This design comes from an exercise in tuning for small area on the open sky130 flow, not from production work.
The RTL was checked by simulation tests, not by an equivalence proof against the original design.
Power and IR drop assume default switching activity.

File: flow/flow/run.sh
#!/bin/bash
# The standard layout (standard.sh, standard synthesis unchanged) with
# changes that only pick smaller cells: the port buffers are buf_1 cells;
# clock tree synthesis uses clkbuf_8 cells and adds no dummy loads; global
# placement is not timing driven (so it adds no buffers), but still starts by
# removing synthesis's buffers; before the resizer's repairs every cell gets
# the smallest drive strength of its function.
export BUFFER_PORTS_ARGS="-buffer_cell sky130_fd_sc_hd__buf_1"
export CTS_ARGS="-sink_clustering_enable -repair_clock_nets -dont_use_dummy_load -buf_list sky130_fd_sc_hd__clkbuf_8 -sink_clustering_size 30 -sink_clustering_max_diameter 150"
export PRE_GLOBAL_PLACE_TCL="$PWD/flow/pre_gp.tcl"
export PRE_RESIZE_TCL="$PWD/flow/pre_resize.tcl"
bash standard.sh > standard.log 2>&1
File: flow/flow/pre_gp.tcl
# Before global placement: remove the buffers synthesis inserted, as the
# standard flow does when its placement is timing driven.
remove_buffers
File: flow/flow/pre_resize.tcl
# Before the resizer repairs slew, capacitance and fanout: give every cell
# the smallest drive strength of its own function (same base cell name), so
# that only the repairs that timing and electrical rules need remain.
set dont_use $::env(DONT_USE_CELLS)
set masters [dict create]
foreach lib [[ord::get_db] getLibs] {
  foreach master [$lib getMasters] {
    set name [$master getName]
    if {[lsearch -exact $dont_use $name] >= 0} { continue }
    if {[regexp {^(sky130_fd_sc_hd__[a-z0-9]+)_([0-9]+)$} $name -> base drive]} {
      if {![dict exists $masters $base] ||
          [$master getWidth] < [[dict get $masters $base] getWidth]} {
        dict set masters $base $master
      }
    }
  }
}
set swapped 0
foreach inst [[ord::get_db_block] getInsts] {
  set master [$inst getMaster]
  if {[$master getType] ne "CORE"} { continue }
  if {![regexp {^(sky130_fd_sc_hd__[a-z0-9]+)_([0-9]+)$} [$master getName] -> base drive]} { continue }
  if {![dict exists $masters $base]} { continue }
  set small [dict get $masters $base]
  if {[$small getWidth] < [$master getWidth]} {
    $inst swapMaster $small
    incr swapped
  }
}
puts "pre_resize: gave $swapped cells a smaller drive strength"
File: flow/standard.sh
#!/bin/bash
# synth_recipe.tcl (not shown) runs the flow's synth.tcl, then flattens the netlist and writes it again
# the make line also repeats each setting of config.mk as NAME=value (left out here)
make -C /OpenROAD-flow-scripts/flow DESIGN_CONFIG=/design/flow/config.mk WORK_HOME=/design/flow/orfs CLKGATE_MAP_FILE= SYNTH_SCRIPT=/design/flow/synth_recipe.tcl "${@:-finish}"
File: flow/config.mk
export PLATFORM = sky130hd
export DESIGN_NAME = matrix_sram_loader
export DESIGN_NICKNAME = matrix_sram_loader
export VERILOG_FILES = /design/flow/design.v
export SDC_FILE = /design/flow/constraint.sdc
export NUM_CORES = 4
export LEC_CHECK = 0
export CAP_MARGIN = 20
export CORE_MARGIN = 2
export CORE_UTILIZATION = 55
export GPL_TIMING_DRIVEN = 0
export SLEW_MARGIN = 20
export SYNTH_HIERARCHICAL = 1
File: flow/constraint.sdc
create_clock -name core_clock -period 11.0 [get_ports {clk}]
set_input_delay 2.2000 -clock core_clock [delete_from_list [all_inputs] [get_ports {clk}]]
set_output_delay 2.2000 -clock core_clock [all_outputs]
set_load 0.01 [all_outputs]
File: flow/design.v
package matrix_accel_pkg;
  localparam int unsigned WORD_W     = 32;
  localparam int unsigned SIZE_W     = 16;
  localparam int unsigned DEF_ADDR_W = 14;
  localparam int unsigned SA_W = 10;
  localparam int unsigned SB_W = 10;
  localparam int unsigned SC_W = 12;
  localparam logic [11:0] B_BASE_W = 12'd1024;
endpackage
module add_fa (input logic a, b, c, output logic s, co);
  assign s  = a ^ b ^ c;
  assign co = (a & b) | (a & c) | (b & c);
endmodule
module add_ha (input logic a, b, output logic s, co);
  assign s  = a ^ b;
  assign co = a & b;
endmodule
module mul_a (
  input  logic [9:0] xn,
  input  logic [9:0] yn,
  output logic [9:0] p,
  output logic        ovf
);
  logic s1;
  logic c2;
  add_fa u_s1 (.a(~(xn[0] | yn[0])), .b(~(xn[0] | yn[1])), .c(~(xn[1] | yn[0])), .s(s1), .co(c2));
  logic s3;
  logic c4;
  add_fa u_s3 (.a(~(xn[0] | yn[2])), .b(~(xn[1] | yn[1])), .c(~(xn[2] | yn[0])), .s(s3), .co(c4));
  logic s5;
  logic c6;
  add_fa u_s5 (.a(~(xn[0] | yn[3])), .b(~(xn[1] | yn[2])), .c(~(xn[2] | yn[1])), .s(s5), .co(c6));
  logic s7;
  logic c8;
  add_fa u_s7 (.a(~(xn[3] | yn[0])), .b(c4), .c(s5), .s(s7), .co(c8));
  logic s9;
  logic c10;
  add_fa u_s9 (.a(~(xn[0] | yn[4])), .b(~(xn[1] | yn[3])), .c(~(xn[2] | yn[2])), .s(s9), .co(c10));
  logic s11;
  logic c12;
  add_fa u_s11 (.a(~(xn[3] | yn[1])), .b(~(xn[4] | yn[0])), .c(c6), .s(s11), .co(c12));
  logic s13;
  logic c14;
  add_fa u_s13 (.a(s9), .b(s11), .c(c8), .s(s13), .co(c14));
  logic s15;
  logic c16;
  add_fa u_s15 (.a(~(xn[0] | yn[5])), .b(~(xn[1] | yn[4])), .c(~(xn[2] | yn[3])), .s(s15), .co(c16));
  logic s17;
  logic c18;
  add_fa u_s17 (.a(~(xn[3] | yn[2])), .b(~(xn[4] | yn[1])), .c(~(xn[5] | yn[0])), .s(s17), .co(c18));
  logic s19;
  logic c20;
  add_fa u_s19 (.a(c10), .b(s15), .c(s17), .s(s19), .co(c20));
  logic s21;
  logic c22;
  add_fa u_s21 (.a(c12), .b(s19), .c(c14), .s(s21), .co(c22));
  logic s23;
  logic c24;
  add_fa u_s23 (.a(~(xn[0] | yn[6])), .b(~(xn[1] | yn[5])), .c(~(xn[2] | yn[4])), .s(s23), .co(c24));
  logic s25;
  logic c26;
  add_fa u_s25 (.a(~(xn[3] | yn[3])), .b(~(xn[4] | yn[2])), .c(~(xn[5] | yn[1])), .s(s25), .co(c26));
  logic s27;
  logic c28;
  add_fa u_s27 (.a(~(xn[6] | yn[0])), .b(c16), .c(c18), .s(s27), .co(c28));
  logic s29;
  logic c30;
  add_fa u_s29 (.a(s23), .b(s25), .c(s27), .s(s29), .co(c30));
  logic s31;
  logic c32;
  add_fa u_s31 (.a(c20), .b(s29), .c(c22), .s(s31), .co(c32));
  logic s33;
  logic c34;
  add_fa u_s33 (.a(~(xn[0] | yn[7])), .b(~(xn[1] | yn[6])), .c(~(xn[2] | yn[5])), .s(s33), .co(c34));
  logic s35;
  logic c36;
  add_fa u_s35 (.a(~(xn[3] | yn[4])), .b(~(xn[4] | yn[3])), .c(~(xn[5] | yn[2])), .s(s35), .co(c36));
  logic s37;
  logic c38;
  add_fa u_s37 (.a(~(xn[6] | yn[1])), .b(~(xn[7] | yn[0])), .c(c24), .s(s37), .co(c38));
  logic s39;
  logic c40;
  add_fa u_s39 (.a(c26), .b(s33), .c(s35), .s(s39), .co(c40));
  logic s41;
  logic c42;
  add_fa u_s41 (.a(c28), .b(s37), .c(s39), .s(s41), .co(c42));
  logic s43;
  logic c44;
  add_fa u_s43 (.a(c30), .b(s41), .c(c32), .s(s43), .co(c44));
  logic s45;
  logic c46;
  add_fa u_s45 (.a(~(xn[0] | yn[8])), .b(~(xn[1] | yn[7])), .c(~(xn[2] | yn[6])), .s(s45), .co(c46));
  logic s47;
  logic c48;
  add_fa u_s47 (.a(~(xn[3] | yn[5])), .b(~(xn[4] | yn[4])), .c(~(xn[5] | yn[3])), .s(s47), .co(c48));
  logic s49;
  logic c50;
  add_fa u_s49 (.a(~(xn[6] | yn[2])), .b(~(xn[7] | yn[1])), .c(~(xn[8] | yn[0])), .s(s49), .co(c50));
  logic s51;
  logic c52;
  add_fa u_s51 (.a(c34), .b(c36), .c(s45), .s(s51), .co(c52));
  logic s53;
  logic c54;
  add_fa u_s53 (.a(s47), .b(s49), .c(c38), .s(s53), .co(c54));
  logic s55;
  logic c56;
  add_fa u_s55 (.a(c40), .b(s51), .c(s53), .s(s55), .co(c56));
  logic s57;
  logic c58;
  add_fa u_s57 (.a(c42), .b(s55), .c(c44), .s(s57), .co(c58));
  logic s59;
  logic c60;
  add_fa u_s59 (.a(~(xn[0] | yn[9])), .b(~(xn[1] | yn[8])), .c(~(xn[2] | yn[7])), .s(s59), .co(c60));
  logic s61;
  logic c62;
  add_fa u_s61 (.a(~(xn[3] | yn[6])), .b(~(xn[4] | yn[5])), .c(~(xn[5] | yn[4])), .s(s61), .co(c62));
  logic s63;
  logic c64;
  add_fa u_s63 (.a(~(xn[6] | yn[3])), .b(~(xn[7] | yn[2])), .c(~(xn[8] | yn[1])), .s(s63), .co(c64));
  logic s65;
  logic c66;
  add_fa u_s65 (.a(~(xn[9] | yn[0])), .b(c46), .c(c48), .s(s65), .co(c66));
  logic s67;
  logic c68;
  add_fa u_s67 (.a(c50), .b(s59), .c(s61), .s(s67), .co(c68));
  logic s69;
  logic c70;
  add_fa u_s69 (.a(s63), .b(s65), .c(c52), .s(s69), .co(c70));
  logic s71;
  logic c72;
  add_fa u_s71 (.a(s67), .b(c54), .c(s69), .s(s71), .co(c72));
  logic s73;
  logic c74;
  add_fa u_s73 (.a(c56), .b(s71), .c(c58), .s(s73), .co(c74));
  logic s75;
  logic c76;
  add_ha u_s75 (.a(c2), .b(s3), .s(s75), .co(c76));
  logic s77;
  logic c78;
  add_ha u_s77 (.a(s7), .b(c76), .s(s77), .co(c78));
  logic s79;
  logic c80;
  add_ha u_s79 (.a(s13), .b(c78), .s(s79), .co(c80));
  logic s81;
  logic c82;
  add_ha u_s81 (.a(s21), .b(c80), .s(s81), .co(c82));
  logic s83;
  logic c84;
  add_ha u_s83 (.a(s31), .b(c82), .s(s83), .co(c84));
  logic s85;
  logic c86;
  add_ha u_s85 (.a(s43), .b(c84), .s(s85), .co(c86));
  logic s87;
  logic c88;
  add_ha u_s87 (.a(s57), .b(c86), .s(s87), .co(c88));
  logic s89;
  logic c90;
  add_ha u_s89 (.a(s73), .b(c88), .s(s89), .co(c90));
  assign p = {s89, s87, s85, s83, s81, s79, s77, s75, s1, (xn[0] | yn[0])};
  assign ovf = ~(xn[1] | (&yn[9:9])) | ~(xn[2] | (&yn[9:8])) | ~(xn[3] | (&yn[9:7])) | ~(xn[4] | (&yn[9:6])) | ~(xn[5] | (&yn[9:5])) | ~(xn[6] | (&yn[9:4])) | ~(xn[7] | (&yn[9:3])) | ~(xn[8] | (&yn[9:2])) | ~(xn[9] | (&yn[9:1])) | c60 | c62 | c64 | c66 | c68 | c70 | c72 | c74 | c90;
endmodule
module mul_b (
  input  logic [9:0] xn,
  input  logic [11:0] yn,
  output logic [11:0] p,
  output logic        ovf
);
  logic s1;
  logic c2;
  add_fa u_s1 (.a(~(xn[0] | yn[2])), .b(~(xn[1] | yn[1])), .c(~(xn[2] | yn[0])), .s(s1), .co(c2));
  logic s3;
  logic c4;
  add_fa u_s3 (.a(~(xn[0] | yn[3])), .b(~(xn[1] | yn[2])), .c(~(xn[2] | yn[1])), .s(s3), .co(c4));
  logic s5;
  logic c6;
  add_fa u_s5 (.a(~(xn[3] | yn[0])), .b(c2), .c(s3), .s(s5), .co(c6));
  logic s7;
  logic c8;
  add_fa u_s7 (.a(~(xn[0] | yn[4])), .b(~(xn[1] | yn[3])), .c(~(xn[2] | yn[2])), .s(s7), .co(c8));
  logic s9;
  logic c10;
  add_fa u_s9 (.a(~(xn[3] | yn[1])), .b(~(xn[4] | yn[0])), .c(c4), .s(s9), .co(c10));
  logic s11;
  logic c12;
  add_fa u_s11 (.a(s7), .b(s9), .c(c6), .s(s11), .co(c12));
  logic s13;
  logic c14;
  add_fa u_s13 (.a(~(xn[0] | yn[5])), .b(~(xn[1] | yn[4])), .c(~(xn[2] | yn[3])), .s(s13), .co(c14));
  logic s15;
  logic c16;
  add_fa u_s15 (.a(~(xn[3] | yn[2])), .b(~(xn[4] | yn[1])), .c(~(xn[5] | yn[0])), .s(s15), .co(c16));
  logic s17;
  logic c18;
  add_fa u_s17 (.a(c8), .b(s13), .c(s15), .s(s17), .co(c18));
  logic s19;
  logic c20;
  add_fa u_s19 (.a(c10), .b(s17), .c(c12), .s(s19), .co(c20));
  logic s21;
  logic c22;
  add_fa u_s21 (.a(~(xn[0] | yn[6])), .b(~(xn[1] | yn[5])), .c(~(xn[2] | yn[4])), .s(s21), .co(c22));
  logic s23;
  logic c24;
  add_fa u_s23 (.a(~(xn[3] | yn[3])), .b(~(xn[4] | yn[2])), .c(~(xn[5] | yn[1])), .s(s23), .co(c24));
  logic s25;
  logic c26;
  add_fa u_s25 (.a(~(xn[6] | yn[0])), .b(c14), .c(c16), .s(s25), .co(c26));
  logic s27;
  logic c28;
  add_fa u_s27 (.a(s21), .b(s23), .c(s25), .s(s27), .co(c28));
  logic s29;
  logic c30;
  add_fa u_s29 (.a(c18), .b(s27), .c(c20), .s(s29), .co(c30));
  logic s31;
  logic c32;
  add_fa u_s31 (.a(~(xn[0] | yn[7])), .b(~(xn[1] | yn[6])), .c(~(xn[2] | yn[5])), .s(s31), .co(c32));
  logic s33;
  logic c34;
  add_fa u_s33 (.a(~(xn[3] | yn[4])), .b(~(xn[4] | yn[3])), .c(~(xn[5] | yn[2])), .s(s33), .co(c34));
  logic s35;
  logic c36;
  add_fa u_s35 (.a(~(xn[6] | yn[1])), .b(~(xn[7] | yn[0])), .c(c22), .s(s35), .co(c36));
  logic s37;
  logic c38;
  add_fa u_s37 (.a(c24), .b(s31), .c(s33), .s(s37), .co(c38));
  logic s39;
  logic c40;
  add_fa u_s39 (.a(c26), .b(s35), .c(s37), .s(s39), .co(c40));
  logic s41;
  logic c42;
  add_fa u_s41 (.a(c28), .b(s39), .c(c30), .s(s41), .co(c42));
  logic s43;
  logic c44;
  add_fa u_s43 (.a(~(xn[0] | yn[8])), .b(~(xn[1] | yn[7])), .c(~(xn[2] | yn[6])), .s(s43), .co(c44));
  logic s45;
  logic c46;
  add_fa u_s45 (.a(~(xn[3] | yn[5])), .b(~(xn[4] | yn[4])), .c(~(xn[5] | yn[3])), .s(s45), .co(c46));
  logic s47;
  logic c48;
  add_fa u_s47 (.a(~(xn[6] | yn[2])), .b(~(xn[7] | yn[1])), .c(~(xn[8] | yn[0])), .s(s47), .co(c48));
  logic s49;
  logic c50;
  add_fa u_s49 (.a(c32), .b(c34), .c(s43), .s(s49), .co(c50));
  logic s51;
  logic c52;
  add_fa u_s51 (.a(s45), .b(s47), .c(c36), .s(s51), .co(c52));
  logic s53;
  logic c54;
  add_fa u_s53 (.a(c38), .b(s49), .c(s51), .s(s53), .co(c54));
  logic s55;
  logic c56;
  add_fa u_s55 (.a(c40), .b(s53), .c(c42), .s(s55), .co(c56));
  logic s57;
  logic c58;
  add_fa u_s57 (.a(~(xn[0] | yn[9])), .b(~(xn[1] | yn[8])), .c(~(xn[2] | yn[7])), .s(s57), .co(c58));
  logic s59;
  logic c60;
  add_fa u_s59 (.a(~(xn[3] | yn[6])), .b(~(xn[4] | yn[5])), .c(~(xn[5] | yn[4])), .s(s59), .co(c60));
  logic s61;
  logic c62;
  add_fa u_s61 (.a(~(xn[6] | yn[3])), .b(~(xn[7] | yn[2])), .c(~(xn[8] | yn[1])), .s(s61), .co(c62));
  logic s63;
  logic c64;
  add_fa u_s63 (.a(~(xn[9] | yn[0])), .b(c44), .c(c46), .s(s63), .co(c64));
  logic s65;
  logic c66;
  add_fa u_s65 (.a(c48), .b(s57), .c(s59), .s(s65), .co(c66));
  logic s67;
  logic c68;
  add_fa u_s67 (.a(s61), .b(s63), .c(c50), .s(s67), .co(c68));
  logic s69;
  logic c70;
  add_fa u_s69 (.a(s65), .b(c52), .c(s67), .s(s69), .co(c70));
  logic s71;
  logic c72;
  add_fa u_s71 (.a(c54), .b(s69), .c(c56), .s(s71), .co(c72));
  logic s73;
  logic c74;
  add_fa u_s73 (.a(~(xn[0] | yn[10])), .b(~(xn[1] | yn[9])), .c(~(xn[2] | yn[8])), .s(s73), .co(c74));
  logic s75;
  logic c76;
  add_fa u_s75 (.a(~(xn[3] | yn[7])), .b(~(xn[4] | yn[6])), .c(~(xn[5] | yn[5])), .s(s75), .co(c76));
  logic s77;
  logic c78;
  add_fa u_s77 (.a(~(xn[6] | yn[4])), .b(~(xn[7] | yn[3])), .c(~(xn[8] | yn[2])), .s(s77), .co(c78));
  logic s79;
  logic c80;
  add_fa u_s79 (.a(~(xn[9] | yn[1])), .b(c58), .c(c60), .s(s79), .co(c80));
  logic s81;
  logic c82;
  add_fa u_s81 (.a(c62), .b(s73), .c(s75), .s(s81), .co(c82));
  logic s83;
  logic c84;
  add_fa u_s83 (.a(s77), .b(c64), .c(s79), .s(s83), .co(c84));
  logic s85;
  logic c86;
  add_fa u_s85 (.a(c66), .b(s81), .c(c68), .s(s85), .co(c86));
  logic s87;
  logic c88;
  add_fa u_s87 (.a(s83), .b(s85), .c(c70), .s(s87), .co(c88));
  logic s89;
  logic c90;
  add_fa u_s89 (.a(~(xn[0] | yn[11])), .b(~(xn[1] | yn[10])), .c(~(xn[2] | yn[9])), .s(s89), .co(c90));
  logic s91;
  logic c92;
  add_fa u_s91 (.a(~(xn[3] | yn[8])), .b(~(xn[4] | yn[7])), .c(~(xn[5] | yn[6])), .s(s91), .co(c92));
  logic s93;
  logic c94;
  add_fa u_s93 (.a(~(xn[6] | yn[5])), .b(~(xn[7] | yn[4])), .c(~(xn[8] | yn[3])), .s(s93), .co(c94));
  logic s95;
  logic c96;
  add_fa u_s95 (.a(~(xn[9] | yn[2])), .b(c74), .c(c76), .s(s95), .co(c96));
  logic s97;
  logic c98;
  add_fa u_s97 (.a(c78), .b(s89), .c(s91), .s(s97), .co(c98));
  logic s99;
  logic c100;
  add_fa u_s99 (.a(s93), .b(c80), .c(s95), .s(s99), .co(c100));
  logic s101;
  logic c102;
  add_fa u_s101 (.a(c82), .b(s97), .c(c84), .s(s101), .co(c102));
  logic s103;
  logic c104;
  add_fa u_s103 (.a(s99), .b(c86), .c(s101), .s(s103), .co(c104));
  logic s105;
  logic c106;
  add_ha u_s105 (.a(~(xn[0] | yn[1])), .b(~(xn[1] | yn[0])), .s(s105), .co(c106));
  logic s107;
  logic c108;
  add_ha u_s107 (.a(s1), .b(c106), .s(s107), .co(c108));
  logic s109;
  logic c110;
  add_ha u_s109 (.a(s5), .b(c108), .s(s109), .co(c110));
  logic s111;
  logic c112;
  add_ha u_s111 (.a(s11), .b(c110), .s(s111), .co(c112));
  logic s113;
  logic c114;
  add_ha u_s113 (.a(s19), .b(c112), .s(s113), .co(c114));
  logic s115;
  logic c116;
  add_ha u_s115 (.a(s29), .b(c114), .s(s115), .co(c116));
  logic s117;
  logic c118;
  add_ha u_s117 (.a(s41), .b(c116), .s(s117), .co(c118));
  logic s119;
  logic c120;
  add_ha u_s119 (.a(s55), .b(c118), .s(s119), .co(c120));
  logic s121;
  logic c122;
  add_ha u_s121 (.a(s71), .b(c120), .s(s121), .co(c122));
  logic s123;
  logic c124;
  add_fa u_s123 (.a(c72), .b(s87), .c(c122), .s(s123), .co(c124));
  logic s125;
  logic c126;
  add_fa u_s125 (.a(c88), .b(s103), .c(c124), .s(s125), .co(c126));
  assign p = {s125, s123, s121, s119, s117, s115, s113, s111, s109, s107, s105, ~(xn[0] | yn[0])};
  assign ovf = ~(xn[1] | (&yn[11:11])) | ~(xn[2] | (&yn[11:10])) | ~(xn[3] | (&yn[11:9])) | ~(xn[4] | (&yn[11:8])) | ~(xn[5] | (&yn[11:7])) | ~(xn[6] | (&yn[11:6])) | ~(xn[7] | (&yn[11:5])) | ~(xn[8] | (&yn[11:4])) | ~(xn[9] | (&yn[11:3])) | c90 | c92 | c94 | c96 | c98 | c100 | c102 | c104 | c126;
endmodule
module matrix_sram_loader
(
  input  logic              clk,
  input  logic              rst,
  input  logic              cfg_valid,
  output logic              cfg_ready,
  input  logic [15:0]       cfg_size_a,
  input  logic [15:0]       cfg_size_b,
  input  logic [15:0]       cfg_size_c,
  input  logic [31:0]       s_data,
  input  logic              s_valid,
  output logic              s_ready,
  output logic [13:0]       avm_address,
  output logic              avm_chipselect,
  output logic              avm_write,
  output logic [31:0]       avm_writedata,
  output logic [3:0]        avm_byteenable,
  input  logic              avm_waitrequest,
  output logic              mult_start,
  input  logic              mult_valid,
  output logic              busy,
  output logic              error
);
  localparam int unsigned SA_W = matrix_accel_pkg::SA_W;
  localparam int unsigned SB_W = matrix_accel_pkg::SB_W;
  localparam int unsigned SC_W = matrix_accel_pkg::SC_W;
  localparam logic [2:0] ST_IDLE0 = 3'b000;
  localparam logic [2:0] ST_IDLE  = 3'b001;
  localparam logic [2:0] ST_HDR   = 3'b010;
  localparam logic [2:0] ST_LOADA = 3'b110;
  localparam logic [2:0] ST_LOADB = 3'b111;
  localparam logic [2:0] ST_START = 3'b100;
  localparam logic [2:0] ST_WAIT  = 3'b101;
  logic [2:0]      st_q, st_d;
  logic [SA_W-1:0] sa_q;
  logic [SB_W-1:0] sb_q;
  logic [SC_W-1:0] sc_q;
  logic            error_q;
  logic            wr_q, wr_d;
  logic [11:0]     wa_q, wa_d;    
  logic [31:0]     wd_q, wd_d;
  logic            st_idle, st_busy, st_load, st_loadb;
  logic            wr_done, wr_req, reject, last;
  logic [SA_W-1:0] ma;
  logic [SB_W-1:0] mb;
  logic [SC_W-1:0] mc;
  logic [9:0]      pa;
  logic [11:0]     pb;
  logic            ovf_a, ovf_b;
  logic [12:0]     wa_inc;
  assign st_idle  = (st_q == ST_IDLE);
  assign st_busy  = st_q[2] | st_q[1];
  assign st_load  = st_q[2] & st_q[1];
  assign st_loadb = (st_q == ST_LOADB);
  assign wr_done  = wr_q & ~avm_waitrequest;
  assign wa_inc   = 13'(wa_q) + 13'd1;
  assign ma = st_busy ? sa_q : cfg_size_a[SA_W-1:0];
  assign mb = st_busy ? sb_q : cfg_size_b[SB_W-1:0];
  assign mc = st_busy ? sc_q : cfg_size_c[SC_W-1:0];
  mul_a u_mul_a (
    .xn(~mb), .yn(~ma), .p(pa), .ovf(ovf_a)
  );
  mul_b u_mul_b (
    .xn(~mb), .yn(~mc), .p(pb), .ovf(ovf_b)
  );
  assign reject = (cfg_size_a[SA_W-1:0] == '0) | (cfg_size_b[SB_W-1:0] == '0) |
                  (cfg_size_c[SC_W-1:0] == '0) |
                  (|cfg_size_a[15:SA_W]) | (|cfg_size_b[15:SB_W]) | (|cfg_size_c[15:SC_W]) |
                  ovf_a | ovf_b | (pb[11] & pb[10] & (|pb[9:0]));
  assign last = st_loadb ? ({wa_inc[12:10] - 3'd1, wa_inc[9:0]} == {1'b0, pb})
                         : (wa_q[9:0] == pa);
  always_comb begin
    st_d   = st_q;
    wr_req = 1'b0;
    wa_d   = wa_inc[11:0];
    wd_d   = s_data;
    case (st_q)
      ST_IDLE0: st_d = ST_IDLE;
      ST_IDLE:  if (cfg_valid && !reject) st_d = ST_HDR;
      ST_HDR: begin
        if (!wr_q) begin
          wr_req = 1'b1;
          wa_d   = '0;
          wd_d   = {{(16-SB_W){1'b0}}, sb_q, {(16-SA_W){1'b0}}, sa_q};
        end else if (wr_done) begin
          if (!wa_q[0]) begin
            wr_req = 1'b1;
            wd_d   = {{(32-SC_W){1'b0}}, sc_q};
          end else begin
            st_d = ST_LOADA;
          end
        end
      end
      ST_LOADA, ST_LOADB: begin
        wr_req = s_valid & ~wr_q;
        if (st_loadb && (wa_q[11:10] == 2'b00)) wa_d = matrix_accel_pkg::B_BASE_W;
        if (wr_done && last) st_d = st_loadb ? ST_START : ST_LOADB;
      end
      ST_START: st_d = ST_WAIT;
      ST_WAIT:  if (mult_valid) st_d = ST_IDLE;
      default:  st_d = ST_IDLE;
    endcase
    wr_d = wr_req | (wr_q & avm_waitrequest);
  end
  always_ff @(posedge clk or posedge rst) begin
    if (rst) begin
      st_q    <= ST_IDLE0;
      error_q <= 1'b0;
      wr_q    <= 1'b0;
      wa_q    <= '0;
      wd_q    <= '0;
    end else begin
      st_q    <= st_d;
      error_q <= st_idle & cfg_valid & reject;
      wr_q    <= wr_d;
      if (wr_req) begin
        wa_q <= wa_d;
        wd_q <= wd_d;
      end
    end
  end
  always_ff @(posedge clk) begin
    sa_q <= ma;
    sb_q <= mb;
    sc_q <= mc;
  end
  assign cfg_ready      = st_idle;
  assign busy           = st_busy;
  assign mult_start     = (st_q == ST_START);
  assign s_ready        = st_load & ~wr_q;
  assign error          = error_q;
  assign avm_address    = {wa_q, 2'b00};
  assign avm_write      = wr_q;
  assign avm_chipselect = wr_q;
  assign avm_writedata  = wd_q;
  assign avm_byteenable = {4{wr_q}};
endmodule
==> results of run 1 <==
## Yosys stat by module, one instance, submodules excluded
module              flip-flops and latches  cells  area [sq um]
add_ha                                   0      1          12.5
mul_a                                    0     93           432
add_fa                                   0      1          20.0
matrix_sram_loader                      81    482          4240
mul_b                                    0    115           527
## per-layer routing
layer | vias to the layer above | GRT usage (%)
met4 | 0 | 11.0
met2 | 210 | 46.3
met5 | - | 0
met3 | 37 | 4.87
met1 | 2979 | 39.5
li1 | 2766 | -
## area by class of cell
cell class              count  area, sq um  area share (%)
flip-flops and latches     81         1870            23.9
multi-input cells         592         4800            61.6
inverters                  42          158            2.02
well taps                 172          215            2.76
repair buffers            146          631            8.09
clock buffers               9          124            1.59
## power groups by stage
stage                     clock network, W  logic (W)  registers (W)
final                             0.000175   0.000531       0.000477
after global routing              0.000193   0.000594       0.000491
after CTS                         0.000181   0.000530       0.000477
after detailed placement                 0   0.000528       0.000484
after global placement                   0   0.000513       0.000477
after floorplan                          0   0.000385       0.000474
## cells in the final DEF, fill, tap and decap left out, drive strengths merged, types with 7 or more instances in the layout
cell and instances:
o31ai 16, nor3 7, mux2i 35, nand4 9, nand3 9, a21oi 12, dfxtp 32, nor4 19
nor2 163, o21ai 41, ha 19, fa 91, nand2 62, o22ai 12, a22oi 13, buf 146
and3 7, xor2 19, dfrtp 49, clkbuf 9, inv 42
## per-stage QoR
| stage | hold slack, ns | setup slack, ns |
|---|---|---|
| floorplan | 0.444 | 1.86 |
| global placement | 0.461 | -1.08 |
| detailed placement | 0.471 | 0.572 |
| CTS | 0.488 | 0.936 |
| global route | 0.514 | 0.497 |
| finish | 0.486 | 0.988 |
## cell families after synthesis
kind of cell / after synthesis / share of synthesized area (%)
multiplexers: 35 / 4.84
AO/OA/AOI/OAI: 117 / 10.8
flip-flops: 81 / 25.8
buffers and inverters: 126 / 8.44
XOR/XNOR: 24 / 2.91
adder cells (fa/ha/maj): 110 / 28.5
other: 1 / 0.0519
AND/OR/NAND/NOR: 304 / 18.7
## state kept, by name (all words and copies together) (netlist names)
register / flops
wd_q: 32
sc_q: 12
wa_q: 12
sa_q: 10
sb_q: 10
st_q: 3
error_q: 1
wr_q: 1
## how the worst max path moves through the flow
| stage | end | slack (ns) | cells after the start |
|---|---|---|---|
| after floorplan | st_q[0]$_DFFE_PP0P_ | 1.86 | 24 |
| after global placement | st_q[0]$_DFFE_PP0P_ | -1.08 | 24 |
| after detailed placement | st_q[0]$_DFFE_PP0P_ | 0.57 | 24 |
| after CTS | st_q[0]$_DFFE_PP0P_ | 0.94 | 24 |
| after global routing | st_q[0]$_DFFE_PP0P_ | 0.50 | 24 |
| final | st_q[0]$_DFFE_PP0P_ | 0.99 | 24 |
## critical path: stages
cell and delay (ns):
buf_1 0.14, mux2i_1 0.84, nor2_1 0.15, fa_1 0.47
fa_1 0.48, fa_1 0.42, fa_1 0.41, fa_1 0.39
fa_1 0.39, fa_1 0.39, fa_1 0.45, ha_1 0.23
fa_1 0.39, fa_1 0.38, or4_1 0.42, nor4_1 0.25
nand4_1 0.17, or4_1 0.61, nor4_1 0.22, nand4_1 0.12
a311oi_1 0.32, nand3_1 0.21, o21ai_0 0.12, a211oi_1 0.06
==> run notes, run 1 <==
post_cts resized=0; final wirelength=between 15000 and 20000 um; Setup Buffers After CTS=0; Non-Filler Instances=between 1000 and 1500; Clock Latency Late Sink=0.37 ns; global-route usage over all layers=approximately 29%; hpwl dp=15100 um; Cell variety after synth=between 50 and 60; Cell Pwr Density=between 150 and 200 nW/um^2; initial drt markers=426; worst vdd ir=a little under 0.1 mV; CP Class=input port to register; hold path endpoint=wd_q[15]$_DFFE_PP0P_; fin crit period=10.01 ns; post-DR wirelength/cell=18.6 um; Int Pwr=0.000640 W; Slew headroom=21.5%; fmax=99.9 MHz; maxcap violations=0; fin util=between 60 and 70%; clock slew at reported path FFs=0.07 ns; GRT Residual Overflow=0; H-Tree Depth=3; Final Wtd Congestion=0.879; Reg2Reg Launch Point=st_q[1]$_DFFE_PP0P_; Most used DFF post-synth=dfrtp_1; worst reg2reg path depth=26; status=no timing/DRC/antenna violations; vias in the first global route=6153; Sw Ratio=between 40% and 50%; FP Rows=41; first-pass GRT wire length=31800 um; CTS buffer count=9; EDFF count, synth=0; drt drc=0; Reg power frac=between 40% and 50%; Worst EP required=11.20 ns; CTS tree=done; hold depth=2; sequential fraction of the synthesis area=between 20% and 30%; final setup vio count=0; hold buffers post-CTS=0; Clock power frac=14.8%; Final Hold Viols=0; Crit. End Element=register; met2 routed wirelength=about 9300 um; fin crit share=91.0%; Clock Path Buffers=2; Synth area leaders=fa_1 (25%), dfrtp_1 (17%), dfxtp_1 (8.9%), nor2_1 (8.5%), mux2i_1 (4.8%); met3 wire len=between 1000 and 1500 um; Final Max Tran Viols=0; Area after DPL=between 7000 and 8000 sq um; Met1 Wirelength=8290 um; Die ar.=14100 sq um; clk sink count=between 80 and 90; number of vias in the routed layout=roughly 6000; Critical Path Start Type=input port; Critical Path AT=around 10 ns; PnR Total Power=0.00118 W; number of antenna-violating nets in the routed design=0; Final Skew=0.0344 ns; FFs w/ async S/R, synth=approximately three fifths; Ys Warns=7; Least-Margin Pin Slew=1.15 ns; fillers=1204; Die H=119 um; drt first pass iters=5; highest metal used=met4; Setup TNS Final=0 ns; core area=between 10000 and 15000 sq um; most frequent cell after synthesis=nor2_1; crit path from=cfg_size_c[3]; placed cell count=1033; syn avg cell area=9.06 sq um; worst r2r dst=st_q[0]$_DFFE_PP0P_; RSZ-0062 raised after global routing=no; R2R setup slack=around 1.5 ns; combinational fraction of design power=44.9%; largest net degree at the start of global routing=80; Yosys reg bits=81; Hold Crit Start=wd_q[15]$_DFFE_PP0P_; critical path peak fanout=11; synth cell count leaders=nor2_1 (163), fa_1 (91), nand2_1 (62); NetSw=0.000543 W; Port Buffers=140; top cell type by total area after synthesis=fa_1; Synth-to-Final Area Change=7.84%; Starting Density=56.8%; layout cell share with drive strength beyond 1=3.91%; top cell type's share of synthesized area=25.2%; fin nets=between 1000 and 1500; Ant. Diodes=0; Static Leak=3.71 nW; antenna violations before repair=0; Die X=~120 um; hold crit path type=register to register; Mapped Cells=798; CTS root buf=clkbuf_8; Final Instance Area=7800 sq um; Cell Area, Synth=7230 sq um; IO Pins=143; via density per instance=5.75
==> inputs of run 2 (changes only) <==
--- a/flow/flow/run.sh
+++ b/flow/flow/run.sh
@@ -7,5 +7,5 @@
 # the smallest drive strength of its function.
 export BUFFER_PORTS_ARGS="-buffer_cell sky130_fd_sc_hd__buf_1"
-export CTS_ARGS="-sink_clustering_enable -repair_clock_nets -dont_use_dummy_load -buf_list sky130_fd_sc_hd__clkbuf_8 -sink_clustering_size 30 -sink_clustering_max_diameter 150"
+export CTS_ARGS="-sink_clustering_enable -repair_clock_nets -dont_use_dummy_load -buf_list sky130_fd_sc_hd__clkbuf_8 -sink_clustering_size 40 -sink_clustering_max_diameter 500"
 export PRE_GLOBAL_PLACE_TCL="$PWD/flow/pre_gp.tcl"
 export PRE_RESIZE_TCL="$PWD/flow/pre_resize.tcl"
--- a/flow/config.mk
+++ b/flow/config.mk
@@ -6,8 +6,8 @@
 export NUM_CORES = 4
 export LEC_CHECK = 0
-export CAP_MARGIN = 20
+export CAP_MARGIN = 0
 export CORE_MARGIN = 2
-export CORE_UTILIZATION = 55
+export CORE_UTILIZATION = 70
 export GPL_TIMING_DRIVEN = 0
-export SLEW_MARGIN = 20
+export SLEW_MARGIN = 0
 export SYNTH_HIERARCHICAL = 1
==> run notes, run 2 <==
clk sink count=81 (unchanged); sequential fraction of the synthesis area=25.8% (unchanged); Critical Path AT=10.38 ns (+0.16 ns); initial drt markers=702 (+65%); Starting Density=71.0% (+14 points); crit-path most repeated cell=fa_1; antenna violations before repair=0 (unchanged); Top Registers=wd_q (32), sc_q (12), wa_q (12); Non-Filler Instances=1010 (-3.1%); RSZ-0062 raised after global routing=no; Most used DFF post-synth=dfrtp_1; core area=10200 sq um (-20%); largest net degree at the start of global routing=62 (-23%); Final Instance Area=7720 sq um (-0.95%); vias in the first global route=6287 (+2.2%); IO Pins=143 (unchanged); Least-Margin Pin Slew=1.28 ns (+0.138 ns); Final Max Tran Viols=0 (unchanged); Slew headroom=14.1% (-7.3 points); syn avg cell area=9.06 sq um (unchanged); Synth area leaders=fa_1 (25%), dfrtp_1 (17%), dfxtp_1 (8.9%), nor2_1 (8.5%), mux2i_1 (4.8%); Final Hold Viols=0 (unchanged); Clock power frac=14.6% (-0.2 points); Area after DPL=7590 sq um (-1.1%); register name with the most flops=wd_q; hold buffers post-CTS=0 (unchanged); maxcap violations=0 (unchanged); Die ar.=11200 sq um (-21%); Cell Pwr Density=155 nW/um^2 (+1.9%); number of vias in the routed layout=6222 (+3.8%); drt drc=0 (unchanged); fin crit period=10.18 ns (+0.163 ns); status=no timing/DRC/antenna violations; CTS tree=done; hpwl dp=14800 um (-2.1%); CTS buffer count=9 (unchanged); Synth-to-Final Area Change=6.82%; post-DR wirelength/cell=18.9 um (+1.5%); FFs w/ async S/R, synth=60.5% (unchanged); FP Rows=37 (-9.8%); Crit. End Element=register; fillers=777 (-35%); Static Leak=3.71 nW (+0.16%); synth cell count leaders=nor2_1 (163), fa_1 (91), nand2_1 (62); number of antenna-violating nets in the routed design=0 (unchanged); critical path peak fanout=11 (unchanged); top cell type's share of synthesized area=25.2% (unchanged); commonest cells after routing, fill and taps aside=nor2_1 (162), buf_1 (140), fa_1 (91); max reg flops=32 (unchanged); final setup vio count=0 (unchanged); H-Tree Depth=3 (unchanged); global-route usage over all layers=35.9% (+7.0 points); fin nets=1072 (+0.37%); Die H=106 um (-11%); drt first pass iters=5 (unchanged); Port Buffers=140 (unchanged); hold crit path type=register to register; GRT Residual Overflow=0 (unchanged); Sw Ratio=45.7% (-0.19 points); Cell Area, Synth=7230 sq um (unchanged); first-pass GRT wire length=31200 um (-2.1%); CP Class=input port to register; Yosys reg bits=81 (unchanged); combinational fraction of design power=45.4% (+0.5 points); Max stage delay on crit path=0.95 ns (+0.11 ns); fmax=98.3 MHz (-1.6%); via density per instance=6.16 (+7.1%); fin crit share=92.5% (+1.5 points); Worst EP required=11.20 ns (about the same); most frequent cell after synthesis=nor2_1; placed cell count=1000 (-3.2%); Int Pwr=0.000648 W (+1.3%); post_cts resized=0 (unchanged); slowest CP cell=mux2i_1; top cell type by total area after synthesis=fa_1; layout cell share with drive strength beyond 1=3.89% (-0.018 points); NetSw=0.000546 W (+0.52%); Ys Warns=7 (unchanged); CTS root buf=clkbuf_8; Reg power frac=40.0% (-0.3 points); Clock Latency Late Sink=0.37 ns (about the same); Cell variety after synth=58 (unchanged); clock slew at reported path FFs=0.06 ns (about the same); Die X=106 um (-11%); Clock Path Buffers=2 (unchanged); family with the most delay on the worst path=adder cells; commonest non-fill, non-tap cell in the layout=nor2_1; Ant. Diodes=0 (unchanged); final wirelength=19100 um (-1.6%); CP Buf/Inv Count=1 (unchanged); cell chain of the critical path=buf_1, mux2i_1, nor2_1, fa_1, fa_1, fa_1, fa_1, fa_1, fa_1, fa_1, fa_1, ha_1, fa_1, fa_1, or4_1, nor4_1, nand4_1, or4_1, nor4_1, nand4_1, a311oi_1, nand3_1, o21ai_0, a211oi_1; Setup Buffers After CTS=0 (unchanged); Final Wtd Congestion=0.906 (+3.1%); EDFF count, synth=0 (unchanged); Final Skew=0.0356 ns (+0.00120 ns); Mapped Cells=798 (unchanged); Critical Path Start Type=input port; worst vdd ir=0.158 mV (+62%)
[run 2: worst paths after layout]
path | from | to | slack [ns] | depth (start not counted)
max | cfg_size_c[2] | st_q[0]$_DFFE_PP0P_ | 0.82 | 24
min | wd_q[10]$_DFFE_PP0P_ | wd_q[10]$_DFFE_PP0P_ | 0.48 | 2
max reg2reg | st_q[1]$_DFFE_PP0P_ | st_q[0]$_DFFE_PP0P_ | 1.40 | 25
min reg2reg | wd_q[10]$_DFFE_PP0P_ | wd_q[10]$_DFFE_PP0P_ | 0.48 | 2
max in group asynchronous | rst | wd_q[10]$_DFFE_PP0P_ | 8.69 | 3
min in group asynchronous | rst | wr_q$_DFF_PP0_ | 1.79 | 2
[run 2: layer usage]
metal | track usage (%) | up-vias | wire [um]
met5 | 0 | - | 0
met3 | 7.42 | 66 | 1820
met1 | 47.3 | 3027 | 7370
met2 | 57.9 | 346 | 9090
li1 | - | 2783 | -
met4 | 15.5 | 0 | 783
[run 2: area by class of cell]
type                       count  area [sq um]  area share (%)
sequential                    81          1870            24.2
tap                          136           170            2.20
timing repair buffer         150           657            8.50
inverter                      42           158            2.04
multi-input combinational    592          4750            61.5
clock buffer                   9           124            1.60
[run 2: worst min-delay path: stages, from the launching register on]
cell and delay, ns:
dfrtp_1 0.34, nand2_1 0.05, o21ai_1 0.06
[run 2: logic make-up (layout without fill, tap and decap cells)]
kind of cell | count (synthesis) | count (layout) | share of synthesized area (%)
AOI/OAI and AO/OA | 117 | 117 | 10.8
and+or+nand+nor | 304 | 304 | 18.7
buffers and inverters | 126 | 201 | 8.44
DFF | 81 | 81 | 25.8
xor gates and xnor gates | 24 | 24 | 2.91
adders and majority gates | 110 | 110 | 28.5
other | 1 | 2 | 0.0519
muxes | 35 | 35 | 4.84
[run 2: power groups by stage]
| stage | clock network [W] | registers, W | logic, W |
|---|---|---|---|
| floorplan | 0 | 0.000474 | 0.000385 |
| global placement | 0 | 0.000475 | 0.000502 |
| detailed placement | 0 | 0.000482 | 0.000532 |
| CTS | 0.000176 | 0.000476 | 0.000534 |
| global route | 0.000189 | 0.000491 | 0.000600 |
| finish | 0.000175 | 0.000478 | 0.000542 |
[run 2: Yosys stat by module (local to each module, per instance)]
| module | cells | flip-flops and latches | copies in the design |
|---|---|---|---|
| matrix_sram_loader | 482 | 81 | 1 |
| add_fa | 1 | 0 | 91 |
| add_ha | 1 | 0 | 17 |
| mul_a | 93 | 0 | 1 |
| mul_b | 115 | 0 | 1 |
[run 2: through the flow]
stage / hold slack [ns] / util (%) / power [W] / worst slack [ns] / TNS [ns]
floorplan: 0.444 / - / 0.000860 / 1.86 / 0
global placement: 0.460 / 73.4 / 0.000977 / -0.880 / -2.30
detailed placement: 0.470 / 74.5 / 0.00101 / 0.570 / 0
CTS: 0.488 / 75.7 / 0.00119 / 0.919 / 0
global route: 0.514 / 75.8 / 0.00128 / 0.592 / 0
finish: 0.485 / 75.8 / 0.00119 / 0.825 / 0
==> inputs of run 3 (changes only) <==
--- a/flow/design.v
+++ b/flow/design.v
@@ -429,36 +429,31 @@
   assign last = st_loadb ? ({wa_inc[12:10] - 3'd1, wa_inc[9:0]} == {1'b0, pb})
                          : (wa_q[9:0] == pa);
+  logic sel_s, sel_h0, sel_h1, sel_hold, b_first;
+  assign sel_s    = st_load & s_valid & ~wr_q;          
+  assign sel_h0   = (st_q == ST_HDR) & ~wr_q;            
+  assign sel_h1   = (st_q == ST_HDR) & wr_done & ~wa_q[0];   
+  assign sel_hold = ~(sel_s | sel_h0 | sel_h1);
+  assign wr_req   = ~sel_hold;
+  assign b_first  = st_loadb & (wa_q[11:10] == 2'b00);   
+  assign wa_d = ({12{sel_hold}} & wa_q) |
+                ({12{sel_h1 | (sel_s & ~b_first)}} & wa_inc[11:0]) |
+                ({12{sel_s & b_first}} & matrix_accel_pkg::B_BASE_W);
+  assign wd_d = ({32{sel_hold}} & wd_q) |
+                ({32{sel_s}} & s_data) |
+                ({32{sel_h0}} & {{(16-SB_W){1'b0}}, sb_q, {(16-SA_W){1'b0}}, sa_q}) |
+                ({32{sel_h1}} & {{(32-SC_W){1'b0}}, sc_q});
+  assign wr_d = wr_req | (wr_q & avm_waitrequest);
   always_comb begin
-    st_d   = st_q;
-    wr_req = 1'b0;
-    wa_d   = wa_inc[11:0];
-    wd_d   = s_data;
+    st_d = st_q;
     case (st_q)
       ST_IDLE0: st_d = ST_IDLE;
       ST_IDLE:  if (cfg_valid && !reject) st_d = ST_HDR;
-      ST_HDR: begin
-        if (!wr_q) begin
-          wr_req = 1'b1;
-          wa_d   = '0;
-          wd_d   = {{(16-SB_W){1'b0}}, sb_q, {(16-SA_W){1'b0}}, sa_q};
-        end else if (wr_done) begin
-          if (!wa_q[0]) begin
-            wr_req = 1'b1;
-            wd_d   = {{(32-SC_W){1'b0}}, sc_q};
-          end else begin
-            st_d = ST_LOADA;
-          end
-        end
-      end
-      ST_LOADA, ST_LOADB: begin
-        wr_req = s_valid & ~wr_q;
-        if (st_loadb && (wa_q[11:10] == 2'b00)) wa_d = matrix_accel_pkg::B_BASE_W;
+      ST_HDR:   if (wr_done && wa_q[0]) st_d = ST_LOADA;
+      ST_LOADA, ST_LOADB:
         if (wr_done && last) st_d = st_loadb ? ST_START : ST_LOADB;
-      end
       ST_START: st_d = ST_WAIT;
       ST_WAIT:  if (mult_valid) st_d = ST_IDLE;
       default:  st_d = ST_IDLE;
     endcase
-    wr_d = wr_req | (wr_q & avm_waitrequest);
   end
   always_ff @(posedge clk or posedge rst) begin
@@ -473,8 +468,6 @@
       error_q <= st_idle & cfg_valid & reject;
       wr_q    <= wr_d;
-      if (wr_req) begin
-        wa_q <= wa_d;
-        wd_q <= wd_d;
-      end
+      wa_q    <= wa_d;
+      wd_q    <= wd_d;
     end
   end
--- a/flow/flow/run.sh
+++ b/flow/flow/run.sh
@@ -7,5 +7,5 @@
 # the smallest drive strength of its function.
 export BUFFER_PORTS_ARGS="-buffer_cell sky130_fd_sc_hd__buf_1"
-export CTS_ARGS="-sink_clustering_enable -repair_clock_nets -dont_use_dummy_load -buf_list sky130_fd_sc_hd__clkbuf_8 -sink_clustering_size 40 -sink_clustering_max_diameter 500"
+export CTS_ARGS="-sink_clustering_enable -repair_clock_nets -dont_use_dummy_load -buf_list sky130_fd_sc_hd__clkbuf_8"
 export PRE_GLOBAL_PLACE_TCL="$PWD/flow/pre_gp.tcl"
 export PRE_RESIZE_TCL="$PWD/flow/pre_resize.tcl"
--- a/flow/config.mk
+++ b/flow/config.mk
@@ -6,8 +6,8 @@
 export NUM_CORES = 4
 export LEC_CHECK = 0
-export CAP_MARGIN = 0
+export CAP_MARGIN = 20
 export CORE_MARGIN = 2
 export CORE_UTILIZATION = 70
 export GPL_TIMING_DRIVEN = 0
-export SLEW_MARGIN = 0
+export SLEW_MARGIN = 20
 export SYNTH_HIERARCHICAL = 1
==> run notes, run 3 <==
Compound-Gate Fraction of Synth Area=10.1% (-0.63 points); hpwl dp=14600 um (-1.4%); fin crit period=10.62 ns (+0.449 ns); Final Skew=0.0320 ns (-0.00359 ns); Least-Margin Pin Slew=1.13 ns (-0.151 ns); Ys Warns=7 (unchanged); fmax=94.1 MHz (-4.2%); hold buffers post-CTS=0 (unchanged); Non-Filler Instances=953 (-5.6%); final wirelength=20100 um (+5.5%); Final Hold Viols=0 (unchanged); Worst EP required=11.28 ns (+0.08 ns); number of vias in the routed layout=6161 (-0.98%); FFs w/ async S/R, synth=60.5% (unchanged); Die X=104 um (-1.3%); first-pass GRT wire length=31300 um (+0.44%); EDFF count, synth=0 (unchanged); highest metal used=met4; drt first pass iters=7 (+2); main combinational cell family by area after synthesis=adder cells; final hold slack=0.484 ns (-0.000696 ns); top cell type by total area after synthesis=fa_1; Reg2Reg Launch Point=st_q[2]$_DFFE_PP0P_; largest net degree at the start of global routing=37 (-40%); syn avg cell area=9.60 sq um (+5.9%); CTS tree=done; Hold Crit Start=sc_q[7]$_DFF_P_; register name with the most flops=wd_q; FP Rows=36 (-2.7%); Final Instance Area=7670 sq um (-0.65%); Most used DFF post-synth=dfrtp_1; Slew headroom=22.3% (+8.2 points); Starting Density=72.0% (+0.98 points); sequential fraction of the synthesis area=26.5% (+0.72 points); Yosys reg bits=81 (unchanged); commonest cells after routing, fill and taps aside=nor2_1 (149), buf_1 (140), fa_1 (91); Met1 Wirelength=7160 um (-3.0%); fin nets=1018 (-5.0%); Synth-to-Final Area Change=9.07%; CTS buffer count=9 (unchanged); antenna violations before repair=0 (unchanged); clock slew at reported path FFs=0.09 ns (+0.03 ns); initial drt markers=653 (-7.0%); Final Max Tran Viols=0 (unchanged); crit path from=cfg_size_c[5]; commonest non-fill, non-tap cell in the layout=nor2_1; met3 wire len=1860 um (+2.3%); post-synthesis mux area share=4.55% (-0.29 points); worst reg2reg path depth=24 (-4.0%); H-Tree Depth=3 (unchanged); post-DR wirelength/cell=21.1 um (+12%); Mapped Cells=733 (-8.1%); Top Registers=wd_q (32), sc_q (12), wa_q (12); Synth Area in Simple Gates=17.2% (-1.5 points); top cell type's share of synthesized area=25.9% (+0.70 points); maxcap violations=0 (unchanged); Die ar.=10900 sq um (-2.6%); Critical Path Start Type=input port; layout cell share with drive strength beyond 1=5.37% (+1.5 points); RSZ-0062 raised after global routing=no; adder-cell share of the synthesized area=29.3% (+0.79 points); pre-CTS WS=-0.305 ns (-0.875 ns); fin crit share=96.6% (+4.1 points); Synth area leaders=fa_1 (26%), dfrtp_1 (17%), dfxtp_1 (9.1%), nor2_1 (7.9%), mux2i_1 (4.6%); via density per instance=6.46 (+4.9%); final setup vio count=0 (unchanged); met2 routed wirelength=10200 um (+12%); setup ws final=0.376 ns (-0.449 ns); R2R setup slack=0.55 ns (-0.85 ns); Area after DPL=7470 sq um (-1.6%); Port Buffers=140 (unchanged); CTS root buf=clkbuf_8; Die H=104 um (-1.3%); worst vdd ir=0.146 mV (-7.4%); drt drc=0 (unchanged); PnR Total Power=0.000995 W (-17%); number of antenna-violating nets in the routed design=0 (unchanged); global-route usage over all layers=36.8% (+0.98 points); max reg flops=32 (unchanged); end of the critical path=st_q[1]$_DFFE_PP0P_; Crit. End Element=register; core area=9770 sq um (-4.0%); vias in the first global route=6267 (-0.32%); fillers=673 (-13%); CP Class=input port to register; Critical Path AT=10.90 ns (+0.52 ns); most frequent cell after synthesis=nor2_1; clk sink count=81 (unchanged); Clock Path Buffers=2 (unchanged); Static Leak=3.62 nW (-2.5%); critical path peak fanout=10 (-1); hold crit path type=register to register; IO Pins=143 (unchanged); status=no timing/DRC/antenna violations; XOR/XNOR Fraction of Synth Area=3.61% (+0.70 points); Final Wtd Congestion=0.971 (+7.2%); worst r2r dst=st_q[1]$_DFFE_PP0P_; Clock Latency Late Sink=0.36 ns (about the same); placed cell count=941 (-5.9%); synth cell count leaders=nor2_1 (149), fa_1 (91), dfrtp_1 (49); Ant. Diodes=0 (unchanged); post_cts resized=0 (unchanged); Setup Buffers After CTS=0 (unchanged); Cell Pwr Density=130 nW/um^2 (-16%); Cell variety after synth=57 (-1.7%); GRT Residual Overflow=0 (unchanged); Cell Area, Synth=7040 sq um (-2.7%)
[run 3: cell count changes in the layout (fill, tap and decap cells not counted), sizes merged, moves of 6 or more]
cell,previous run,this run
a22o,0,12
a22oi,13,3
a222oi,0,22
inv,42,48
xnor2,5,15
nor2,163,150
o21ai,41,18
o31ai,16,6
o22ai,12,2
nand2,62,39
[run 3: metrics by stage]
stage	TNS [ns]	util, %
2_1_floorplan	0	-
3_3_place_gp	-5.48	74.7
5_1_grt	0	78.5
4_1_cts	0	77.7
6_report	0	78.5
3_5_place_dp	-0.726	76.4
[run 3: logic make-up after synthesis]
logic type | Yosys count
AOI/OAI and AO/OA | 92
other | 1
and+or+nand+nor | 264
buffers and inverters | 124
adders and majority gates | 110
DFF | 81
xor gates and xnor gates | 29
muxes | 32
[run 3: modules after synthesis (local to each module, per instance)]
module | copies in the design | flip-flops and latches | area [sq um]
add_fa | 91 | 0 | 20.0
mul_a | 1 | 0 | 432
mul_b | 1 | 0 | 527
add_ha | 17 | 0 | 12.5
matrix_sram_loader | 1 | 81 | 4040
[run 3: worst min path at each step]
stage                              end  slack, ns  cells past startpoint
CTS                 wd_q[10]$_DFF_PP0_       0.48                      2
global route        wd_q[10]$_DFF_PP0_       0.51                      2
floorplan              sc_q[4]$_DFF_P_       0.44                      2
detailed placement   wd_q[1]$_DFF_PP0_       0.47                      2
finish               wd_q[7]$_DFF_PP0_       0.48                      2
global placement     wd_q[1]$_DFF_PP0_       0.47                      2
[run 3: where the power goes]
part,internal [W],total [W],switching (W)
combinational,0.000231,0.000514,0.000283
clock,0.0000733,0.000173,0.0000996
sequential,0.000302,0.000308,0.00000525
[run 3: worst max-delay path, cell delays in order]
cell,delay (ns)
buf_1,0.11
mux2i_1,0.87
nor2_1,0.15
fa_1,0.61
fa_1,0.46
fa_1,0.43
fa_1,0.39
fa_1,0.39
fa_1,0.38
fa_1,0.47
ha_1,0.25
fa_1,0.40
fa_1,0.38
or4_1,0.40
nor4_1,0.25
nand4_1,0.13
or4_1,0.55
nor4_1,0.54
nand3_1,0.24
or4_1,0.45
a311oi_1,0.54
a32oi_1,0.19
o211ai_1,0.12
[run 3: routing by layer]
| layer | vias up | track usage, % |
|---|---|---|
| met4 | 0 | 16.7 |
| met3 | 89 | 6.58 |
| met2 | 430 | 62.7 |
| li1 | 2627 | - |
| met1 | 3015 | 46.0 |
| met5 | - | 0 |
[run 3: area by class of cell]
class	instances	area [sq um]	area share (%)
Sequential cell	81	1870	24.3
Inverter	48	180	2.35
Clock buffer	9	124	1.61
Multi-Input combinational cell	532	4710	61.3
Timing Repair Buffer	150	632	8.23
Tap cell	133	166	2.17
==> inputs of run 4 (changes only) <==
--- a/flow/config.mk
+++ b/flow/config.mk
@@ -6,8 +6,8 @@
 export NUM_CORES = 4
 export LEC_CHECK = 0
-export CAP_MARGIN = 20
+export CAP_MARGIN = 10
 export CORE_MARGIN = 2
 export CORE_UTILIZATION = 70
 export GPL_TIMING_DRIVEN = 0
-export SLEW_MARGIN = 20
+export SLEW_MARGIN = 10
 export SYNTH_HIERARCHICAL = 1
==> run notes, run 4 <==
status=no timing/DRC/antenna violations; syn avg cell area=9.60 sq um (unchanged); Most used DFF post-synth=dfrtp_1; fin nets=1019 (+0.098%); Ant. Diodes=0 (unchanged); cell chain of the critical path=buf_1, mux2i_2, nor2_1, fa_1, fa_1, fa_1, fa_1, fa_1, fa_1, fa_1, fa_1, ha_1, fa_1, fa_1, or4_1, nor4_1, nand4_1, or4_1, nor4_2, nand3_1, or4_1, a311oi_1, nand3_1, o211a_1; Die X=104 um (unchanged); number of antenna-violating nets in the routed design=0 (unchanged); post-DR wirelength/cell=20.4 um (-3.4%); synth cell count leaders=nor2_1 (149), fa_1 (91), dfrtp_1 (49); Crit. End Element=register; Starting Density=72.0% (unchanged); R2R setup slack=0.73 ns (+0.18 ns); via density per instance=6.40 (-0.98%); CTS tree=done; Setup Buffers After CTS=0 (unchanged); Mapped Cells=733 (unchanged); Port Buffers=140 (unchanged); Max stage delay on crit path=0.63 ns (-0.24 ns); commonest non-fill, non-tap cell in the layout=nor2_1; layout cell share with drive strength beyond 1=5.60% (+0.24 points); fin crit period=10.52 ns (-0.108 ns); fin crit share=95.6% (-0.98 points); CTS buffer count=9 (unchanged); hpwl dp=14500 um (about the same); sequential fraction of the synthesis area=26.5% (unchanged); slowest CP cell=mux2i_2; global-route usage over all layers=36.0% (-0.86 points); drt first pass iters=9 (+2); crit-path most repeated cell=fa_1; Static Leak=3.63 nW (+0.25%); number of vias in the routed layout=6107 (-0.88%); pre-CTS WS=-0.318 ns (-0.0129 ns); Synth area leaders=fa_1 (26%), dfrtp_1 (17%), dfxtp_1 (9.1%), nor2_1 (7.9%), mux2i_1 (4.6%); Least-Margin Pin Slew=1.20 ns (+0.0704 ns); FP Rows=36 (unchanged); final wirelength=19500 um (-3.3%); Die H=104 um (unchanged); Hold Crit Start=sc_q[7]$_DFF_P_; hold buffers post-CTS=0 (unchanged); EDFF count, synth=0 (unchanged); hold path endpoint=wd_q[7]$_DFF_PP0_; antenna violations before repair=0 (unchanged); Final Instance Area=7680 sq um (about the same); IO Pins=143 (unchanged); setup ws final=0.484 ns (+0.108 ns); fin util=78.6% (about the same); Ys Warns=7 (unchanged); initial drt markers=660 (+1.1%); Final Hold Viols=0 (unchanged); CP Class=input port to register; Die ar.=10900 sq um (unchanged); Final Max Tran Viols=0 (unchanged); hold depth=2 (unchanged); H-Tree Depth=3 (unchanged); Cell Area, Synth=7040 sq um (unchanged); most frequent cell after synthesis=nor2_1; Final Skew=0.0420 ns (+0.0100 ns); critical path peak fanout=11 (+1); maxcap violations=0 (unchanged); fillers=696 (+3.4%); crit path from=cfg_size_c[3]; fmax=95.1 MHz (+1.0%); RSZ-0062 raised after global routing=no; drt drc=0 (unchanged); Slew headroom=17.5% (-4.8 points); Clock Path Buffers=2 (unchanged); post_cts resized=0 (unchanged); Area after DPL=7480 sq um (+0.10%); Top Registers=wd_q (32), sc_q (12), wa_q (12); Synth-to-Final Area Change=9.12% (about the same); first-pass GRT wire length=30600 um (-2.3%); max reg flops=32 (unchanged); PnR Total Power=0.000999 W (+0.47%); Worst EP required=11.25 ns (-0.03 ns); vias in the first global route=6243 (-0.38%); FFs w/ async S/R, synth=60.5% (unchanged); Reg2Reg Launch Point=st_q[2]$_DFFE_PP0P_; commonest cells after routing, fill and taps aside=nor2_1 (149), buf_1 (140), fa_1 (91); GRT Residual Overflow=0 (unchanged); clk sink count=81 (unchanged); Critical Path AT=10.77 ns (-0.13 ns); top cell type by total area after synthesis=fa_1; Yosys reg bits=81 (unchanged); worst reg2reg path depth=25 (+4.2%); final setup vio count=0 (unchanged); Cell Pwr Density=130 nW/um^2 (+0.42%); placed cell count=944 (+0.32%); worst r2r dst=st_q[0]$_DFFE_PP0P_; top cell type's share of synthesized area=25.9% (unchanged); core area=9770 sq um (unchanged); worst vdd ir=0.132 mV (-9.7%); largest net degree at the start of global routing=37 (unchanged); CTS root buf=clkbuf_8; clock slew at reported path FFs=0.08 ns (about the same); Critical Path Start Type=input port; Final Wtd Congestion=0.971 (unchanged); register name with the most flops=wd_q; Clock Latency Late Sink=0.37 ns (about the same); hold crit path type=register to register; Non-Filler Instances=954 (+0.10%); Cell variety after synth=57 (unchanged)
==> run 4: cell types whose count changed in the layout (fill, tap and decap cells not counted), sizes merged <==
cell	change
buf	+3
mux2i	-2
==> run 4: how the worst max path moves through the flow <==
stage                                      to  slack, ns  cells after the start
after floorplan           st_q[0]$_DFFE_PP0P_       1.47                     24
after global routing      st_q[0]$_DFFE_PP0P_       0.17                     25
after detailed placement  st_q[1]$_DFFE_PP0P_      -0.32                     24
after global placement    st_q[0]$_DFFE_PP0P_      -1.89                     24
final                     st_q[0]$_DFFE_PP0P_       0.48                     24
after CTS                 st_q[0]$_DFFE_PP0P_       0.05                     24
==> run 4: cell type report <==
type	instances	area [sq um]	share of cell area (%)
multi-input combinational	530	4660	60.7
sequential	81	1870	24.3
timing repair buffer	153	683	8.90
inverter	48	180	2.35
tap	133	166	2.17
clock buffer	9	124	1.61
==> run 4: layer usage <==
layer  routed length, um  vias up  track usage, %
li1                    -     2622               -
met1                7070     3006            44.3
met2                9790      399            61.7
met3                1760       80            5.39
met4                 827        0            18.2
met5                   0        -               0
==> run 4: logic make-up after synthesis <==
logic type	count (synthesis)	synth area share, %
buf+inv	124	8.64
other cells	1	0.0533
compound gates	92	10.1
mux	32	4.55
xor+xnor	29	3.61
simple gates	264	17.2
flops	81	26.5
fa+ha+maj	110	29.3
==> run 4: report_power, final <==
group | internal [W] | switching [W] | total [W]
logic | 0.000233 | 0.000283 | 0.000516
registers | 0.000302 | 0.00000492 | 0.000307
clock network | 0.0000733 | 0.000103 | 0.000176
total | 0.000608 | 0.000391 | 0.000999
==> run 4: per-module statistics from Yosys (local to each module, per instance) <==
module / flip-flops and latches / times used / cells / cell area, sq um
matrix_sram_loader: 81 / 1 / 417 / 4040
mul_b: 0 / 1 / 115 / 527
mul_a: 0 / 1 / 93 / 432
add_fa: 0 / 91 / 1 / 20.0
add_ha: 0 / 17 / 1 / 12.5
==> run 4: critical path, delay by kind of cell <==
kind	cells	cell delay [ns]
AO/OA/AOI/OAI	2	0.69
adder cells (fa/ha/maj)	11	4.49
buffers and inverters	1	0.10
multiplexers	1	0.63
AND/OR/NAND/NOR	9	2.65
==> run 4: through the flow <==
stage	hold slack [ns]	setup TNS, ns
floorplan	0.442	0
global placement	0.466	-5.48
detailed placement	0.474	-0.767
CTS	0.492	0
global route	0.521	0
finish	0.491	0
==> inputs of run 5 (changes only) <==
--- a/flow/flow/run.sh
+++ b/flow/flow/run.sh
@@ -8,5 +8,4 @@
 export BUFFER_PORTS_ARGS="-buffer_cell sky130_fd_sc_hd__buf_1"
 export CTS_ARGS="-sink_clustering_enable -repair_clock_nets -dont_use_dummy_load -buf_list sky130_fd_sc_hd__clkbuf_8"
-export PRE_GLOBAL_PLACE_TCL="$PWD/flow/pre_gp.tcl"
 export PRE_RESIZE_TCL="$PWD/flow/pre_resize.tcl"
 bash standard.sh > standard.log 2>&1
--- a/flow/config.mk
+++ b/flow/config.mk
@@ -9,5 +9,4 @@
 export CORE_MARGIN = 2
 export CORE_UTILIZATION = 70
-export GPL_TIMING_DRIVEN = 0
 export SLEW_MARGIN = 10
 export SYNTH_HIERARCHICAL = 1
==> run notes, run 5 <==
status=no timing/DRC/antenna violations; setup ws final=0.361 ns (-0.123 ns); Slew headroom=23.9% (+6.4 points); CTS buffer count=9 (unchanged); final hold slack=0.497 ns (+0.00643 ns); final setup vio count=0 (unchanged); Static Leak=3.63 nW (about the same); most frequent cell after synthesis=nor2_1; fin util=76.6% (-2.0 points); Non-Filler Instances=966 (+1.3%); Top Registers=wd_q (32), sc_q (12), wa_q (12); Port Buffers=140 (unchanged); critical path peak fanout=19 (+8); syn avg cell area=9.60 sq um (unchanged); EDFF count, synth=0 (unchanged); antenna violations before repair=0 (unchanged); fmax=94.0 MHz (-1.2%); Critical Path Start Type=input port; Synth-to-Final Area Change=6.40%; clk sink count=81 (unchanged); Die X=104 um (unchanged); synth cell count leaders=nor2_1 (149), fa_1 (91), dfrtp_1 (49); R2R setup slack=0.65 ns (-0.08 ns); Clock Latency Late Sink=0.36 ns (about the same); commonest non-fill, non-tap cell in the layout=buf_1; Crit. End Element=register; Max stage delay on crit path=0.73 ns (+0.10 ns); crit path from=cfg_size_b[0]; top cell type's share of synthesized area=25.9% (unchanged); Cell variety after synth=57 (unchanged); hpwl dp=14900 um (+2.7%); number of antenna-violating nets in the routed design=0 (unchanged); Starting Density=72.0% (unchanged); post_cts resized=0 (unchanged); Most used DFF post-synth=dfrtp_1; Final Hold Viols=0 (unchanged); CTS tree=done; crit-path most repeated cell=fa_1; Reg2Reg Launch Point=st_q[2]$_DFFE_PP0P_; Critical Path AT=10.85 ns (+0.08 ns); pre-CTS WS=0.202 ns (+0.519 ns); initial drt markers=709 (+7.4%); Die ar.=10900 sq um (unchanged); Mapped Cells=733 (unchanged); Worst EP required=11.21 ns (-0.04 ns); fin crit period=10.64 ns (+0.123 ns); H-Tree Depth=3 (unchanged); Least-Margin Pin Slew=1.11 ns (-0.0932 ns); FP Rows=36 (unchanged); Final Skew=0.0390 ns (-0.00304 ns); Cell Area, Synth=7040 sq um (unchanged); CTS root buf=clkbuf_8; FFs w/ async S/R, synth=60.5% (unchanged); worst vdd ir=0.109 mV (-17%); first-pass GRT wire length=31700 um (+3.8%); Clock Path Buffers=2 (unchanged); commonest cells after routing, fill and taps aside=buf_1 (163), nor2_1 (149), fa_1 (91); Final Max Tran Viols=0 (unchanged); hold crit path type=register to register; Cell Pwr Density=134 nW/um^2 (+3.1%); sequential fraction of the synthesis area=26.5% (unchanged); end of the critical path=st_q[0]$_DFFE_PP0P_; Setup Buffers After CTS=0 (unchanged); post-DR wirelength/cell=20.1 um (-1.4%); vias in the first global route=6268 (+0.40%); global-route usage over all layers=37.2% (+1.2 points); final wirelength=19400 um (-0.12%); drt first pass iters=10 (+1); slowest CP cell=buf_1; fin nets=1031 (+1.2%); Setup TNS Final=0 ns (unchanged)
## run 5: cell types whose count changed in the layout (fill, tap and decap cells not counted), moves of 2 or more
| cell | before | now |
|---|---|---|
| nor4_1 | 18 | 20 |
| buf_12 | 2 | 0 |
| buf_6 | 8 | 0 |
| buf_1 | 140 | 163 |
| mux2i_1 | 19 | 32 |
| buf_2 | 1 | 3 |
| nor4_2 | 2 | 0 |
| nor3_1 | 8 | 10 |
| nor3_2 | 2 | 0 |
| mux2i_2 | 9 | 0 |
| mux2i_4 | 5 | 0 |
## run 5: kinds of logic (layout without fill, tap and decap cells)
family	Yosys count	after routing	share of synthesized area (%)
flops	81	81	26.5
mux	32	32	4.55
buf+inv	124	223	8.64
xor+xnor	29	29	3.61
fa+ha+maj	110	110	29.3
compound gates	92	92	10.1
other cells	1	2	0.0533
simple gates	264	264	17.2
## run 5: routing by layer
layer | part of all wire (%) | GRT usage, % | routed length (um)
met1 | 36 | 46.6 | 7090
met2 | 50 | 62.7 | 9660
met3 | 9.6 | 7.83 | 1860
met4 | 4.2 | 15.5 | 820
met5 | 0 | 0 | 0
## run 5: critical path, delay by kind of cell
family                     cells  cell delay [ns]
AOI/OAI and AO/OA              2             0.55
adders and majority gates     11             4.34
muxes                          1             0.37
buffers and inverters          2             0.81
and+or+nand+nor                9             2.57
## run 5: layout make-up
cell class	instances	area, sq um
Tap cell	133	166
Inverter	48	180
Sequential cell	81	1870
Timing Repair Buffer	166	627
Fill cell	702	2290
Multi-Input combinational cell	529	4520
Clock buffer	9	124
## run 5: power by group
part / internal, W / switching [W] / leakage [nW] / total (W)
sequential: 0.000302 / 0.00000438 / 0.947 / 0.000307
combinational: 0.000233 / 0.000298 / 2.62 / 0.000531
clock: 0.0000731 / 0.0000942 / 0.0647 / 0.000167
total: 0.000608 / 0.000397 / 3.63 / 0.00101
## run 5: how the worst min path moves through the flow
stage,cells after the start,endpoint,from
5_1_grt,2,wd_q[17]$_DFF_PP0_,sb_q[1]$_DFF_P_
3_5_place_dp,2,wd_q[1]$_DFF_PP0_,wd_q[1]$_DFF_PP0_
2_1_floorplan,2,sc_q[4]$_DFF_P_,sc_q[4]$_DFF_P_
4_1_cts,2,wd_q[1]$_DFF_PP0_,sa_q[1]$_DFF_P_
6_report,2,wd_q[1]$_DFF_PP0_,wd_q[1]$_DFF_PP0_
3_3_place_gp,2,wd_q[4]$_DFF_PP0_,wd_q[4]$_DFF_PP0_
## run 5: Yosys stat by module, one instance, submodules excluded
| module | copies in the design | flops+latches |
|---|---|---|
| add_ha | 17 | 0 |
| matrix_sram_loader | 1 | 81 |
| add_fa | 91 | 0 |
| mul_b | 1 | 0 |
| mul_a | 1 | 0 |
## run 5: per-stage QoR
step	area [sq um]	power [W]
after floorplan	7040	0.000775
after global placement	7520	0.000814
after detailed placement	7360	0.000826
after CTS	7490	0.000996
after global routing	7490	0.00108
final	7490	0.00101

Re-timed with assumed drivers on the ports (clkbuf_16 on the clock, buf_2 on other inputs), run 5 has 0.368 ns of setup slack against 0.361 ns with ideal ports, and -0.010 ns once port delays also move by the mid clock arrival of 0.378 ns.
